Background: an optimization exercise with open tools, aiming at a short achievable clock period. Do not read the settings as production practice.
Only simulation tests tie the RTL to the original design; equivalence was not proved.
Power and IR drop assume default switching activity.

==> flow/design.v (excerpt) <==
module mipsCore #(
    parameter logic [31:0] RESET_PC = 32'h0000_3000
) (
    input  logic          clk,
    input  logic          arstN,
    output logic [31:0]   pc,
    input  logic [31:0]   instr,
    output logic [31:0]   memAddr,
    output logic [31:0]   memWdata,
    output logic          memWe,
    input  logic [31:0]   memRdata,
    output logic          regWe,
    output logic [4:0]    regWaddr,
    output logic [31:0]   regWdata
);
==> flow/config.mk <==
export PLATFORM = sky130hd
export DESIGN_NAME = mipsCore
export DESIGN_NICKNAME = mipsCore
export VERILOG_FILES = /design/flow/design.v
export SDC_FILE = /design/flow/constraint.sdc
export NUM_CORES = 4
export LEC_CHECK = 0
export CAP_MARGIN = 20
export CORE_MARGIN = 2
export CORE_UTILIZATION = 60
export PLACE_DENSITY = 0.75
export SETUP_SLACK_MARGIN = 5
export SLEW_MARGIN = 20
export SYNTH_HIERARCHICAL = 1
==> flow/constraint.sdc <==
create_clock -name core_clock -period 13.0 [get_ports {clk}]
set_input_delay 2.6000 -clock core_clock [delete_from_list [all_inputs] [get_ports {clk}]]
set_output_delay 2.6000 -clock core_clock [all_outputs]
set_load 0.01 [all_outputs]
run.sh (not shown) runs the stock make flow with config.mk's settings and CLKGATE_MAP_FILE= SYNTH_SCRIPT=/design/flow/synth_recipe.tcl, a recipe that flattens the netlist after the stock synthesis.
The first run went through all stages and came out clean.
==> next run, changes <==
CORE_UTILIZATION = 40   (was 60)
PLACE_DENSITY = unset   (was 0.75)
What happened: Sequential power barely changes; power grows by about 1.8%; synthesized cell count stays the same; sequential share of layout area goes down by 0.81 points.

========
Setup of run 1:
Another version of the RTL of mipsCore (not shown whole).
Size: ~6100 cells after synthesis, about 200 I/O pins, ~0.069 sq mm of cells after synthesis.
export LEC_CHECK = 0
export CAP_MARGIN = 20
export CORE_MARGIN = 2
export CORE_UTILIZATION = 40
export SETUP_SLACK_MARGIN = 5
export SLEW_MARGIN = 20
export SYNTH_HIERARCHICAL = 1
create_clock -name core_clock -period 13.0 [get_ports {clk}]
Setup changes, run 1 to run 2
diff --git a/flow/config.mk b/flow/config.mk
--- a/flow/config.mk
+++ b/flow/config.mk
@@ -8,5 +8,6 @@
 export CAP_MARGIN = 20
 export CORE_MARGIN = 2
-export CORE_UTILIZATION = 40
+export CORE_UTILIZATION = 60
+export PLACE_DENSITY = 0.7
 export SETUP_SLACK_MARGIN = 5
 export SLEW_MARGIN = 20
--- outcome ---
Clock share of power for run 2 is lower than for run 1. Sequential group share of total power: run 2 > run 1. Looking at area of all placed cells without fillers across both flows, run 2 is the stronger of the two, with run 1 trailing. Length of routed met3 wiring, run 2 vs run 1: up by more than a quarter. Per the comparison of run 2 with run 1, clock buffer instance count of the final layout down about 5%, ratio of final minimum period to clock period climbed 1.8 points, worst-case vdd ir drop picked up an extra about 1.1%. In run 2 the critical path data arrival time turned out 240 ps higher than in run 1. The area of the multi-input gates of run 1 and that of run 2 are within noise of each other.
diff inputs: run 2 => run 3
==> flow/flow/run.sh (new file) <==
#!/bin/bash
# The standard layout (standard.sh: standard synthesis, floorplan, place,
# CTS, route), with one change: the port buffers that placement inserts on
# every input and output are sky130_fd_sc_hd__buf_16 instead of the default
# pick (a delay cell, clkdlybuf4s50_1). Make's full output goes to
# standard_flow.log; each ORFS step also keeps its own log under orfs/logs/.
set -euo pipefail
bash standard.sh "BUFFER_PORTS_ARGS=-buffer_cell sky130_fd_sc_hd__buf_16" finish > standard_flow.log 2>&1
==> flow/standard.sh (new file) <==
#!/bin/bash
# synth_recipe.tcl (not shown) runs the flow's synth.tcl, then flattens the netlist and writes it again
# the make line also repeats each setting of config.mk as NAME=value (left out here)
make -C /OpenROAD-flow-scripts/flow DESIGN_CONFIG=/design/flow/config.mk WORK_HOME=/design/flow/orfs CLKGATE_MAP_FILE= SYNTH_SCRIPT=/design/flow/synth_recipe.tcl "${@:-finish}"
diff --git a/flow/config.mk b/flow/config.mk
--- a/flow/config.mk
+++ b/flow/config.mk
@@ -8,6 +8,5 @@
 export CAP_MARGIN = 20
 export CORE_MARGIN = 2
-export CORE_UTILIZATION = 60
-export PLACE_DENSITY = 0.7
+export CORE_UTILIZATION = 40
 export SETUP_SLACK_MARGIN = 5
 export SLEW_MARGIN = 20
removed: flow/run.sh
==> run summary <==
For the post-CTS setup buffer count, run 3 came in 17 higher than run 2 did.
On sequential share of layout area: run 3 sits below run 2.
Run 3 vs run 2: height of the chip up by more than 10%
Run 3: power 5.1% above run 2
On number of iterations in the first detailed-routing pass: between run 2 and run 3, it ends up higher for run 2.
What run 4 does differently from run 3 at the input level:
==> flow/run.sh (new file) <==
#!/bin/bash
# synth_recipe.tcl (not shown) runs the flow's synth.tcl, then flattens the netlist and writes it again
# the make line also repeats each setting of config.mk as NAME=value (left out here)
make -C /OpenROAD-flow-scripts/flow DESIGN_CONFIG=/design/flow/config.mk WORK_HOME=/design/flow/orfs CLKGATE_MAP_FILE= SYNTH_SCRIPT=/design/flow/synth_recipe.tcl finish
diff --git a/flow/config.mk b/flow/config.mk
--- a/flow/config.mk
+++ b/flow/config.mk
@@ -9,4 +9,5 @@
 export CORE_MARGIN = 2
 export CORE_UTILIZATION = 40
+export GPL_ROUTABILITY_DRIVEN = 0
 export SETUP_SLACK_MARGIN = 5
 export SLEW_MARGIN = 20
removed: flow/flow/run.sh
removed: flow/standard.sh
==> comparison <==
The post-route minimum period in run 4 was higher than what run 3 gave. Launching instance or port of the critical path = instr[16]: run 4; launching instance or port of the critical path = instr[17]: run 3. Share of the final layout cell area in sequential cells, run 4 and run 3, higher one = run 4. In the tables for run 4 and run 3, global-route wire length before repair reads lower with run 4. Run 4 vs. run 3: clock group share of total power went up by 0.5 points. The final layout from run 4, which completed every stage, passed the timing, design-rule and antenna checks at the end of the flow. Re total half-perimeter wirelength after legalization and detailed placement: run 3 was higher than run 4. Worst-case headroom to the max-slew limit: run 4 vs run 3 up 1.7 points. Of the two values seen for critical-path cell with the highest stage delay, sky130_fd_sc_hd__nand4_1 was produced by run 3 and sky130_fd_sc_hd__mux2i_2 by run 4.
Input changes introduced in run 5 (baseline for comparison: run 4):
==> flow/flow/run.sh (new file) <==
#!/bin/bash
# The standard layout (standard.sh: standard synthesis, floorplan, place,
# CTS, route), with one change: the port buffers that placement inserts on
# every input and output are sky130_fd_sc_hd__buf_16 instead of the default
# pick (a delay cell, clkdlybuf4s50_1). Make's full output goes to
# standard_flow.log; each ORFS step also keeps its own log under orfs/logs/.
set -euo pipefail
bash standard.sh "BUFFER_PORTS_ARGS=-buffer_cell sky130_fd_sc_hd__buf_16" finish > standard_flow.log 2>&1
==> flow/standard.sh (new file) <==
#!/bin/bash
# synth_recipe.tcl (not shown) runs the flow's synth.tcl, then flattens the netlist and writes it again
# the make line also repeats each setting of config.mk as NAME=value (left out here)
make -C /OpenROAD-flow-scripts/flow DESIGN_CONFIG=/design/flow/config.mk WORK_HOME=/design/flow/orfs CLKGATE_MAP_FILE= SYNTH_SCRIPT=/design/flow/synth_recipe.tcl "${@:-finish}"
diff --git a/flow/config.mk b/flow/config.mk
--- a/flow/config.mk
+++ b/flow/config.mk
@@ -8,6 +8,6 @@
 export CAP_MARGIN = 20
 export CORE_MARGIN = 2
-export CORE_UTILIZATION = 40
-export GPL_ROUTABILITY_DRIVEN = 0
+export CORE_UTILIZATION = 32
+export PLACE_DENSITY = 0.55
 export SETUP_SLACK_MARGIN = 5
 export SLEW_MARGIN = 20
removed: flow/run.sh
Results
Worst-case setup margin in the final layout, run 5 and run 4: lower on run 4. Clock tree skew after final layout on run 5 is up relative to run 4. Run 5 completed every stage of the flow, and the final layout passed the timing, design-rule and antenna checks. Summary: final critical path time including I/O delays and setup, run 5 better than run 4. Run 4 -> run 5: top achievable clock speed increased slightly.

========
Another version of the RTL of mipsCore (not shown whole).
For scale: ~7200 cells after synthesis, ~75000 sq um of cells after synthesis.
clock: 13.0 ns
lec_check: 0
cap_margin: 20
core_margin: 2
core_utilization: 40
setup_slack_margin: 5
slew_margin: 20
synth_hierarchical: 1
Stock flow here: none of the scripts above is used.
Change:
==> flow/flow/run.sh (new file) <==
#!/bin/bash
# The standard layout (standard.sh: standard synthesis, floorplan, place,
# CTS, route), with one change: the port buffers that placement inserts on
# every input and output are sky130_fd_sc_hd__buf_16 instead of the default
# pick (a delay cell, clkdlybuf4s50_1). Make's full output goes to
# standard_flow.log; each ORFS step also keeps its own log under orfs/logs/.
set -euo pipefail
bash standard.sh "BUFFER_PORTS_ARGS=-buffer_cell sky130_fd_sc_hd__buf_16" finish > standard_flow.log 2>&1
==> flow/standard.sh (new file) <==
#!/bin/bash
# synth_recipe.tcl (not shown) runs the flow's synth.tcl, then flattens the netlist and writes it again
# the make line also repeats each setting of config.mk as NAME=value (left out here)
make -C /OpenROAD-flow-scripts/flow DESIGN_CONFIG=/design/flow/config.mk WORK_HOME=/design/flow/orfs CLKGATE_MAP_FILE= SYNTH_SCRIPT=/design/flow/synth_recipe.tcl "${@:-finish}"
removed: flow/run.sh
After rerunning:
- final area climbs slightly
- die area is unchanged
- clock-buffer cell count went up by 13
- power increases by a few percent
- core utilization increases by 1.0 points
- wire length goes up by a few percent
- flip-flop and latch count does not change

========
red:
mipsCore with an RTL version that a note above also has.
For scale: about 6100 cells after synthesis, ~69000 um2 of cells after synthesis.
export LEC_CHECK = 0
export CAP_MARGIN = 20
export CORE_MARGIN = 2
export CORE_UTILIZATION = 40
export SETUP_SLACK_MARGIN = 5
export SLEW_MARGIN = 20
export SYNTH_HIERARCHICAL = 1
create_clock -name core_clock -period 13.0 [get_ports {clk}]
standard.sh (not shown) runs the stock make flow with config.mk's settings and CLKGATE_MAP_FILE= SYNTH_SCRIPT=/design/flow/synth_recipe.tcl, a recipe that flattens the netlist after the stock synthesis.
==> flow/flow/run.sh <==
#!/bin/bash
# The standard layout (standard.sh: standard synthesis, floorplan, place,
# CTS, route), with one change: the port buffers that placement inserts on
# every input and output are sky130_fd_sc_hd__buf_12 instead of the default
# pick (a delay cell, clkdlybuf4s50_1). Make's full output goes to
# standard_flow.log; each ORFS step also keeps its own log under orfs/logs/.
set -euo pipefail
bash standard.sh "BUFFER_PORTS_ARGS=-buffer_cell sky130_fd_sc_hd__buf_12" finish > standard_flow.log 2>&1
In summary, red completed successfully, with a layout that passed the timing, design-rule and antenna checks.
Relative to red, the following input files were edited for blue:
==> flow/flow/run.sh <==
#!/bin/bash
# The standard layout (standard.sh: standard synthesis, floorplan, place,
# CTS, route), with one change: the port buffers that placement inserts on
# every input and output are sky130_fd_sc_hd__buf_6 instead of the default
# pick (a delay cell, clkdlybuf4s50_1). Make's full output goes to
# standard_flow.log; each ORFS step also keeps its own log under orfs/logs/.
set -euo pipefail
bash standard.sh "BUFFER_PORTS_ARGS=-buffer_cell sky130_fd_sc_hd__buf_6" finish > standard_flow.log 2>&1
Findings:
- Diff red -> blue: utilization shrank by 0.83 points, overall routing resource usage decreased by 0.60 points relative to the old numbers, internal power contribution comparable.
- Compared with red, post-route standard cell area excluding fillers in blue decreased slightly.

-- static timing again, ports no longer ideal --
The results above use ideal ports. As a check the final layouts listed here were re-extracted and re-timed, cells and wires unchanged.
Step 1 assumes that a clkbuf_16 drives the clock port and a buf_2 every other input.
Step 2 adds t to the input delays and takes it off the output delays; t is the mean of the earliest and latest rising clock arrival at the registers after step 1. Input paths then give back, and output paths get back, about the clock's delay inside the block.
a / b / c = ideal / step 1 / step 2; a / b = the first two.
| run | t, ns | setup WS [ns] | worst setup path at the end | slew at the worst register clock pin (ns) |
|---|---|---|---|---|
| the first run of note 1 | 0.848 | 3.688 / 3.246 / 3.246 | input to output | 0.07 / 0.07 |
| the second run of note 1 | 0.869 | 3.701 / 3.408 / 3.408 | input to output | 0.08 / 0.08 |
| run 1 | 0.848 | 4.258 / 3.786 / 3.746 | input to register | 0.07 / 0.07 |
| run 2 | 0.827 | 4.018 / 3.567 / 3.567 | input to output | 0.07 / 0.07 |
| run 3 | 0.862 | 4.333 / 3.654 / 3.654 | input to output | 0.08 / 0.08 |
| run 4 | 0.865 | 4.052 / 3.612 / 3.612 | input to output | 0.07 / 0.07 |
| run 5 | 0.871 | 4.137 / 3.299 / 3.299 | input to output | 0.07 / 0.07 |
| the first run of note 3 | 0.864 | 4.222 / 3.722 / 3.722 | input to output | 0.07 / 0.07 |
| the second run of note 3 | 0.879 | 4.291 / 3.307 / 3.307 | input to output | 0.09 / 0.09 |
| red | 0.867 | 4.269 / 3.579 / 3.573 | input to register | 0.07 / 0.07 |
| blue | 0.860 | 4.227 / 3.737 / 3.737 | input to output | 0.07 / 0.07 |
After both steps every run listed still meets setup and hold. For the second run of note 3, which loses most, drivers alone change the setup slack by -0.984 ns; drivers and shift together by -0.984 ns.
